From an optimization exercise on the open Yosys and OpenROAD flow, aimed at small area and a short achievable clock period; shortcuts taken in it are not production practice. Function was checked by simulation only, so behaviour that the tests miss may differ from the original. No activity file was given, so power comes from the tool's default toggle rates.

<file path="flow/run.sh">
#!/bin/bash
# synth_recipe.tcl (not shown) runs the flow's synth.tcl, then flattens the netlist and writes it again
# the make line also repeats each setting of config.mk as NAME=value (left out here)
make -C /OpenROAD-flow-scripts/flow DESIGN_CONFIG=/design/flow/config.mk WORK_HOME=/design/flow/orfs CLKGATE_MAP_FILE= SYNTH_SCRIPT=/design/flow/synth_recipe.tcl finish
</file>
<file path="flow/config.mk">
export PLATFORM = sky130hd
export DESIGN_NAME = mipsCore
export DESIGN_NICKNAME = mipsCore
export VERILOG_FILES = /design/flow/design.v
export SDC_FILE = /design/flow/constraint.sdc
export NUM_CORES = 4
export LEC_CHECK = 0
export CAP_MARGIN = 20
export CORE_MARGIN = 2
export CORE_UTILIZATION = 45
export CTS_CLUSTER_DIAMETER = 80
export CTS_CLUSTER_SIZE = 25
export SETUP_SLACK_MARGIN = 3.6
export SLEW_MARGIN = 20
</file>
<file path="flow/constraint.sdc">
create_clock -name core_clock -period 7.0 [get_ports {clk}]
set_input_delay 1.4000 -clock core_clock [delete_from_list [all_inputs] [get_ports {clk}]]
set_output_delay 1.4000 -clock core_clock [all_outputs]
set_load 0.01 [all_outputs]
</file>
<file path="flow/design.v">
`timescale 1ns/100ps
`default_nettype none
module mipsCore (
  input  wire         clk,
  input  wire         reset,
  input  wire         progWe,
  input  wire  [5:0]  progAddr,
  input  wire  [31:0] progData,
  output logic        memWrite,
  output logic [31:0] memAddr,
  output logic [31:0] memWriteData,
  output logic        lwStall,
  output logic        branchTaken,
  output logic        branchNotTaken
);
  logic [5:0]  pOp, pFn;
  logic [1:0]  pKind;
  logic [2:0]  pSub;
  logic [27:0] pWord;
  assign pOp = progData[31:26];
  assign pFn = progData[5:0];
  always_comb
  begin
    pKind = 2'b00;
    pSub  = 3'b000;
    case (pOp)
      6'h08: pKind = 2'b01;
      6'h23: pKind = 2'b10;
      6'h2b: pKind = 2'b11;
      6'h04: pSub  = 3'b110;
      6'h02: pSub  = 3'b111;
      6'h00:
        case (pFn)
          6'h20:   pSub = 3'b001;
          6'h22:   pSub = 3'b010;
          6'h24:   pSub = 3'b011;
          6'h25:   pSub = 3'b100;
          6'h2a:   pSub = 3'b101;
          default: pSub = 3'b000;
        endcase
      default: ;
    endcase
  end
  assign pWord[27:16] = {progData[25:16], pKind};
  assign pWord[15:8]  = (pKind == 2'b00) ? {pSub, progData[15:11]} : progData[15:8];
  assign pWord[7:0]   = progData[7:0];
  logic [27:0] imem [64];
  logic [5:0]  pcSeqQ, pcTgtQ, pc;
  logic [7:0]  loSeqQ, hiSeqQ, loTgtQ, hiTgtQ, pcLo, pcHi;
  logic        takeQ;
  logic [27:0] instrF;
  assign pc   = takeQ ? pcTgtQ : pcSeqQ;
  assign pcLo = takeQ ? loTgtQ : loSeqQ;
  assign pcHi = takeQ ? hiTgtQ : hiSeqQ;
  always_ff @(posedge clk)
  begin
    if (reset && progWe)
    begin
      imem[progAddr] <= pWord;
    end
  end
  logic [27:0] grpF [8];
  always_comb
  begin
    instrF = '0;
    for (int h = 0; h < 8; h++)
    begin
      grpF[h] = '0;
      for (int j = 0; j < 8; j++)
      begin
        grpF[h] = grpF[h] | (imem[8 * h + j] & {28{pcLo[j]}});
      end
      instrF = instrF | (grpF[h] & {28{pcHi[h]}});
    end
  end
  logic [27:0] instrD;
  logic        validD;    
  logic [31:0] selA, selB;    
  logic [4:0]  rsD, rtD, rdD;
  logic [1:0]  kindD;
  logic [2:0]  subD;
  logic        othD, addiD, lwD, swD, rtypeD, beqD, jmpD;
  logic        regWriteD;
  logic [4:0]  writeRegD;
  logic [4:0]  aluOpD;    
  assign rsD   = instrD[27:23];
  assign rtD   = instrD[22:18];
  assign kindD = instrD[17:16];
  assign subD  = instrD[15:13];
  assign rdD   = instrD[12:8];
  assign othD   = (kindD == 2'b00);
  assign addiD  = validD && (kindD == 2'b01);
  assign lwD    = validD && (kindD == 2'b10);
  assign swD    = validD && (kindD == 2'b11);
  assign rtypeD = validD && othD && (subD != 3'b000) && (subD[2:1] != 2'b11);
  assign beqD   = validD && othD && (subD == 3'b110);
  assign jmpD   = validD && othD && (subD == 3'b111);
  assign regWriteD = rtypeD || addiD || lwD;
  assign writeRegD = othD ? rdD : rtD;
  assign aluOpD    = othD ? {subD == 3'b101, subD == 3'b010, subD == 3'b001,
                             subD == 3'b100, subD == 3'b011}
                          : 5'b00100;
  logic [31:0] regs [1:31];
  logic [31:0] rfA, rfB;
  always_comb
  begin
    rfA = '0;
    rfB = '0;
    for (int i = 1; i < 32; i++)
    begin
      rfA = rfA | (regs[i] & {32{selA[i]}});
      rfB = rfB | (regs[i] & {32{selB[i]}});
    end
  end
  logic        regWriteE, memToRegE, memWriteE;
  logic [4:0]  aluOpE;
  logic        fwdBE;
  logic [31:0] srcAE, srcBE;
  logic [15:0] immE;
  logic [4:0]  writeRegE;
  logic        regWriteM, memToRegM, memWriteM;
  logic [31:0] aluOutM, writeDataM;
  logic [4:0]  writeRegM;
  logic [63:0] selM;
  logic [31:0] resultM;
  logic eqRsE, eqRtE, eqRsM, eqRtM;
  logic loadUseStall, branchStall, stall;
  logic fwdAD, fwdBD;
  assign eqRsE = (writeRegE == rsD);
  assign eqRtE = (writeRegE == rtD);
  assign eqRsM = (writeRegM == rsD);
  assign eqRtM = (writeRegM == rtD);
  assign branchStall  = beqD && ((regWriteE && (eqRsE || eqRtE)) ||
                                 (memToRegM && (eqRsM || eqRtM)));
  assign stall        = loadUseStall || branchStall;
  assign fwdAD = (rsD != 5'd0) && regWriteM && eqRsM;
  assign fwdBD = (rtD != 5'd0) && regWriteM && eqRtM;
  logic eqAB, eqAM, eqMB, equalD;
  assign eqAB   = (rfA == rfB);
  assign eqAM   = (rfA == aluOutM);
  assign eqMB   = (aluOutM == rfB);
  assign equalD = (fwdAD && fwdBD) ||
                  (fwdAD && !fwdBD && eqMB) ||
                  (!fwdAD && fwdBD && eqAM) ||
                  (!fwdAD && !fwdBD && eqAB);
  logic [5:0]  pcInc, pcTarget, pcSeq;
  logic [7:0]  loSeq, hiSeq, loTgt, hiTgt;
  logic        takeBr, jmpQ;
  assign pcInc    = pc + 6'd1;
  assign pcTarget = pc + instrD[5:0];
  assign pcSeq    = jmpD ? instrD[5:0] : pcInc;
  assign loSeq    = jmpD ? (8'd1 << instrD[2:0]) : {pcLo[6:0], pcLo[7]};
  assign hiSeq    = jmpD ? (8'd1 << instrD[5:3]) :
                    pcLo[7] ? {pcHi[6:0], pcHi[7]} : pcHi;
  assign loTgt    = 8'd1 << pcTarget[2:0];
  assign hiTgt    = 8'd1 << pcTarget[5:3];
  assign takeBr   = beqD && equalD;
  always_ff @(posedge clk)
  begin
    if (reset)
    begin
      pcSeqQ <= '0;
      loSeqQ <= 8'd1;
      hiSeqQ <= 8'd1;
      takeQ  <= 1'b0;
      jmpQ   <= 1'b1;
    end
    else if (!stall)
    begin
      pcSeqQ <= pcSeq;
      loSeqQ <= loSeq;
      hiSeqQ <= hiSeq;
      takeQ  <= takeBr;
      jmpQ   <= jmpD;
    end
  end
  always_ff @(posedge clk)
  begin
    if (!stall)
    begin
      pcTgtQ <= pcTarget;
      loTgtQ <= loTgt;
      hiTgtQ <= hiTgt;
    end
  end
  assign validD = !(takeQ || jmpQ);
  always_ff @(posedge clk)
  begin
    if (!stall)
    begin
      instrD <= instrF;
    end
  end
  always_ff @(posedge clk)
  begin
    if (!stall)
    begin
      selA <= 32'd1 << instrF[27:23];
      selB <= 32'd1 << instrF[22:18];
    end
  end
  always_ff @(posedge clk)
  begin
    if (reset)
    begin
      branchTaken    <= 1'b0;
      branchNotTaken <= 1'b0;
    end
    else
    begin
      branchTaken    <= beqD && !stall && equalD;
      branchNotTaken <= beqD && !stall && !equalD;
    end
  end
  always_ff @(posedge clk)
  begin
    if (reset || stall)
    begin
      regWriteE <= 1'b0;
      memToRegE <= 1'b0;
      memWriteE <= 1'b0;
    end
    else
    begin
      regWriteE <= regWriteD;
      memToRegE <= lwD;
      memWriteE <= swD;
    end
  end
  always_ff @(posedge clk)
  begin
    if (reset || stall)
    begin
      loadUseStall <= 1'b0;
    end
    else
    begin
      loadUseStall <= lwD && ((rtD == instrF[27:23]) || (rtD == instrF[22:18]));
    end
  end
  logic subD_;
  assign subD_ = othD && ((subD == 3'b010) || (subD == 3'b101));
  logic fwdAN, fwdBN;
  logic aSelM, aSelS, bSelImm, bSelMP, bSelMN, bSelS, subE;
  assign fwdAN = (rsD != 5'd0) && regWriteE && eqRsE;
  assign fwdBN = (rtD != 5'd0) && regWriteE && eqRtE;
  always_ff @(posedge clk)
  begin
    aluOpE    <= aluOpD;
    subE      <= subD_;
    fwdBE     <= fwdBN;
    aSelM     <= fwdAN;
    aSelS     <= !fwdAN;
    bSelImm   <= !othD;
    bSelMP    <= othD && fwdBN && !subD_;
    bSelMN    <= othD && fwdBN && subD_;
    bSelS     <= othD && !fwdBN;
    srcAE     <= fwdAD ? resultM : rfA;
    srcBE     <= (fwdBD ? resultM : rfB) ^ {32{subD_}};
    immE      <= instrD[15:0];
    writeRegE <= writeRegD;
  end
  logic [31:0] aluA, aluBx, writeDataE, aluOutE;
  logic [31:0] sumE;
  logic        ltE;
  assign aluA       = (aluOutM & {32{aSelM}}) | (srcAE & {32{aSelS}});
  assign writeDataE = fwdBE ? aluOutM : srcBE;
  assign aluBx      = ({{16{immE[15]}}, immE} & {32{bSelImm}}) |
                      (aluOutM & {32{bSelMP}}) |
                      (~aluOutM & {32{bSelMN}}) |
                      (srcBE & {32{bSelS}});
  logic [31:0] g0, p0;
  logic [31:0] gk [6];
  logic [31:0] pk [6];
  logic [32:0] carry;
  assign g0 = aluA & aluBx;
  assign p0 = aluA ^ aluBx;
  assign gk[0] = {g0[31:1], g0[0] | (p0[0] & subE)};
  assign pk[0] = p0;
  for (genvar l = 0; l < 5; l++)
  begin : g_ks
    for (genvar b = 0; b < 32; b++)
    begin : g_bit
      if (b >= (1 << l))
      begin : g_op
        assign gk[l+1][b] = gk[l][b] | (pk[l][b] & gk[l][b - (1 << l)]);
        assign pk[l+1][b] = pk[l][b] & pk[l][b - (1 << l)];
      end
      else
      begin : g_pass
        assign gk[l+1][b] = gk[l][b];
        assign pk[l+1][b] = pk[l][b];
      end
    end
  end
  assign carry = {gk[5], subE};
  assign sumE  = p0 ^ carry[31:0];
  assign ltE   = (aluA[31] == aluBx[31]) ? aluA[31] : sumE[31];
  always_comb
  begin
    case (1'b1)
      aluOpE[0]: aluOutE = aluA & aluBx;
      aluOpE[1]: aluOutE = aluA | aluBx;
      aluOpE[4]: aluOutE = {31'd0, ltE};
      default:   aluOutE = sumE;
    endcase
  end
  always_ff @(posedge clk)
  begin
    if (reset)
    begin
      regWriteM <= 1'b0;
      memToRegM <= 1'b0;
      memWriteM <= 1'b0;
    end
    else
    begin
      regWriteM <= regWriteE;
      memToRegM <= memToRegE;
      memWriteM <= memWriteE;
    end
  end
  always_ff @(posedge clk)
  begin
    aluOutM    <= aluOutE;
    writeDataM <= writeDataE;
    writeRegM  <= writeRegE;
    selM       <= 64'd1 << aluOutE[7:2];
  end
  logic [31:0] dmem [64];
  logic [31:0] readDataM;
  always_ff @(posedge clk)
  begin
    for (int i = 0; i < 64; i++)
    begin
      if (memWriteM && selM[i])
      begin
        dmem[i] <= writeDataM;
      end
    end
  end
  always_comb
  begin
    readDataM = '0;
    for (int i = 0; i < 64; i++)
    begin
      readDataM = readDataM | (dmem[i] & {32{selM[i]}});
    end
  end
  assign resultM = memToRegM ? readDataM : aluOutM;
  logic [31:0] rfWrData;
  logic [31:0] rfWrSel;
  assign rfWrData = reset ? 32'd0 : resultM;
  assign rfWrSel  = regWriteM ? (32'd1 << writeRegM) : 32'd0;
  always_ff @(posedge clk)
  begin
    for (int i = 1; i < 32; i++)
    begin
      if (reset || rfWrSel[i])
      begin
        regs[i] <= rfWrData;
      end
    end
  end
  assign memWrite     = memWriteM;
  assign memAddr      = aluOutM;
  assign memWriteData = writeDataM;
  assign lwStall      = loadUseStall;
endmodule
`default_nettype wire
</file>
==> run summary <==
power breakdown:
group	switching, W	total (W)	internal [W]
registers	0.00277	0.0414	0.0386
logic	0.0183	0.0269	0.00858
clock network	0.0102	0.0177	0.00752
cell type report:
class                   instances  area [µm²]
diodes                         27        67.6
well taps                    5734        7170
clock buffers                 310        7020
clock inverters                58         767
fillers                     34500      208000
inverters                     107         443
repair buffers               1188       12600
flip-flops and latches       5206      154000
multi-input cells            5395       43800
cell usage in the layout (no fill, tap or decap), types with 72 or more instances in the layout:
cell / instances
edfxtp_1: 4944
a22oi_1: 1734
buf_4: 743
a22o_1: 511
a221oi_1: 443
nand4_1: 314
clkbuf_16: 282
nor2_1: 260
nand3_1: 240
nand2_1: 184
a31oi_1: 181
buf_6: 129
dfxtp_1: 127
buf_12: 117
a21oi_1: 108
xnor2_1: 103
nor2_4: 96
a222oi_1: 96
inv_1: 94
dfxtp_2: 72
stage by stage:
stage / hold slack (ps) / util, % / setup WS (ps) / instances
6_report: 346 / 52.1 / 3310 / 18000
4_1_cts: 349 / 51.2 / 3210 / 17900
2_1_floorplan: 323 / - / 2840 / 11500
3_5_place_dp: 344 / 47.7 / 2090 / 17100
5_1_grt: 373 / 52.1 / 3250 / 18000
3_3_place_gp: 337 / 47.7 / 1920 / 17100
how the worst max path moves through the flow:
stage	startpoint	to	cells past startpoint	slack (ps)
6_report	aluOutM[0]	aluOutM[18]	17	3310
5_1_grt	immE[0]	aluOutM[28]	16	3250
4_1_cts	selB[8]	branchNotTaken	11	3210
3_5_place_dp	takeQ	selA[23]	9	2090
3_3_place_gp	selA[29]	takeQ	11	1920
2_1_floorplan	progAddr[1]	imem[28][0]	5	2840
cell families (layout without fill, tap and decap cells):
family	count (synthesis)	in the layout	synth area share, %
AO/OA/AOI/OAI	3441	3444	13.6
multiplexers	113	136	0.634
other	0	27	0
flip-flops	5206	5206	78.5
buffers and inverters	912	1663	1.83
XOR/XNOR	186	186	0.831
adder cells (fa/ha/maj)	73	73	0.478
AND/OR/NAND/NOR	1550	1556	4.14
cells in the mapped netlist (all sizes together), types with 118 or more instances:
library cell  instances  share of area [%]
a21oi               118               0.30
a221oi              516                2.3
a22o                517                2.3
a22oi              1771                6.8
a31oi               233               0.74
buf                 173               0.41
clkbuf              630                1.2
dfxtp               262                2.7
edfxtp             4944                 76
nand2               215               0.41
nand3               254               0.65
nand4               314                1.0
nor2                390               0.79
xnor2               120               0.54
state kept, by name, summed over array words and instances (netlist names), 8 cells and up:
register    flops
aluOutM        32
hiSeqQ          8
writeDataM     32
srcBE          32
regs          992
selA           31
immE           16
imem         1792
selB           31
hiTgtQ          8
instrD         28
loSeqQ          8
dmem         2048
selM           64
srcAE          32
loTgtQ          8
repair_timing:
action	CTS	global route
gates cloned	64	10
pin swaps	168	201
gates resized for setup	755	524
endpoints found under the setup margin	1971	762
buffers inserted	310	127
hold buffers	0	0
per-layer routing:
metal  vias up  track usage (%)  part of all wire, %
li1      49300                -                    -
met1     68100             49.0                   34
met2     13400             54.3                   43
met3      2821             10.2                   15
met4        16             23.8                  8.3
met5         -                0                0.013
==> impl_metrics.json <==
{
  "outcome": "finished clean",
  "place_hpwl_um": 463000,
  "hold_path_depth": 0,
  "path_cells": "mux2i_1 -> nand2_1 -> fa_2 -> fa_2 -> a211oi_4 -> o21ai_2 -> a211oi_2 -> buf_4 -> o211ai_1 -> nand2_2 -> buf_6 -> buf_6 -> buf_6 -> buf_6 -> xor2_1 -> o22ai_1 -> mux2_4",
  "area_growth_pct": 15.3,
  "cts_sinks": 5206,
  "grt_pass1_wl_um": 1110000,
  "cts-root-buf": "clkbuf_16",
  "max_stage_delay_ps": 410,
  "clkTransAtPathRegs_ps": 100,
  "grt_max_degree": 86,
  "fin_area_um2": 226000,
  "core_region_area_um2": 434000,
  "worstMarginPinSlew_ps": 1240,
  "drive_gt1_share_pct": 19.6,
  "synth-edff-count": 4944,
  "gr-usage-all-layers_pct": 37.1,
  "skew_ps": 80.7,
  "cts_max_path_buffers": 4,
  "globalplace.congestion": 0.936,
  "floorplan.die_area_um2": 441000,
  "dr.pass1.iters": 10,
  "grt_overflow": 0,
  "syn_inst": 11500,
  "max_cap_violations": 0,
  "via_per_inst": 7.41,
  "hold_path.class": "flip-flop to flip-flop",
  "htreeDepth": 5,
  "reg2regPathDepth": 17,
  "fp.dieH_um": 664,
  "p_leak_nw": 71.4,
  "drc": 0,
  "tns_ps": 0,
  "peakVddDrop_mv": 0.282,
  "hold_viol": 0,
  "antenna_found_initial": 50,
  "rsz0062_at_grt": "true",
  "rr_endpoint": "aluOutM[18]",
  "min_from": "instrD[7]",
  "synthFlopType": "edfxtp_1",
  "worst-endpoint-required_ps": 7880,
  "critPathKind": "flip-flop to flip-flop",
  "place_area_um2": 207000,
  "critPathLaunchType": "flip-flop",
  "die_w_um": 664,
  "synth_nets": 11600,
  "cp_common_cell": "buf_6",
  "r2r-start": "aluOutM[0]",
  "clkLatencyLatePin_ps": 1010,
  "arrival_ps": 4580,
  "vias": 134000,
  "cellPowerDensity_nw_per_um2": 381,
  "synth-seq-cells": 5206,
  "finalMaxSlewViolations": 0,
  "grt_pass1_vias": 124000,
  "wl_per_cell_um": 47.2,
  "worstHoldEndpoint": "immE[7]",
  "end_kind": "flip-flop",
  "slowest_stage": "dfxtp_4",
  "syn_avg_cell_area_um2": 17.1,
  "critPathTopFamily": "compound AO/OA/AOI/OAI gates",
  "port_buffers": 108,
  "io_pins": 109,
  "netlist_area_um2": 196000,
  "nets": 12300,
  "max-slew-margin-rel_pct": 17.4,
  "numCtsBuffers": 262,
  "netlist-cell-type-count": 76,
  "fp-row-count": 242,
  "min_period_ps": 3690,
  "crit_buf_inv": 5,
  "start_util_pct": 45.2,
  "total_power_w": 0.0860,
  "min_period_over_period_pct": 52.8,
  "synth.yosys.warnings": 6,
  "setup_violations": 0,
  "synth.yosys.seq_area_share_pct": 78.5,
  "wl_um": 850000,
  "synthArstFlopShare_pct": 0,
  "crit_path_max_fanout": 3,
  "cts_tree": "built",
  "ant_nets": 0,
  "drt-initial-drc-count": 29600,
  "r2r_setup_slack_ps": 3310,
  "fmax_mhz": 271
}

## re-timing with driven ports
The results above use ideal ports. As a check the final layout listed here was re-extracted and re-timed, cells and wires unchanged.
Step 1: set_driving_cell puts a clkbuf_16 on clk and a buf_2 on each other input, an assumption about the parent block.
Step 2 also shifts input and output timing later by t, the mid clock arrival at the registers, as if the neighbouring blocks saw the same clock.
Three values: no drivers, after step 1, after step 2; two values: the first two.
t, ns: 1.094
setup slack, ns: 3.305 / 3.305 / 2.394
hold slack, ns: 0.346 / 0.346 / 0.346
worst setup path at the end: input to register
clock arrival spread, ns: 0.103 / 0.102
After both steps this run still meets setup and hold. The setup slack of this run moves by 0.000 ns with the drivers and by -0.911 ns with both steps.
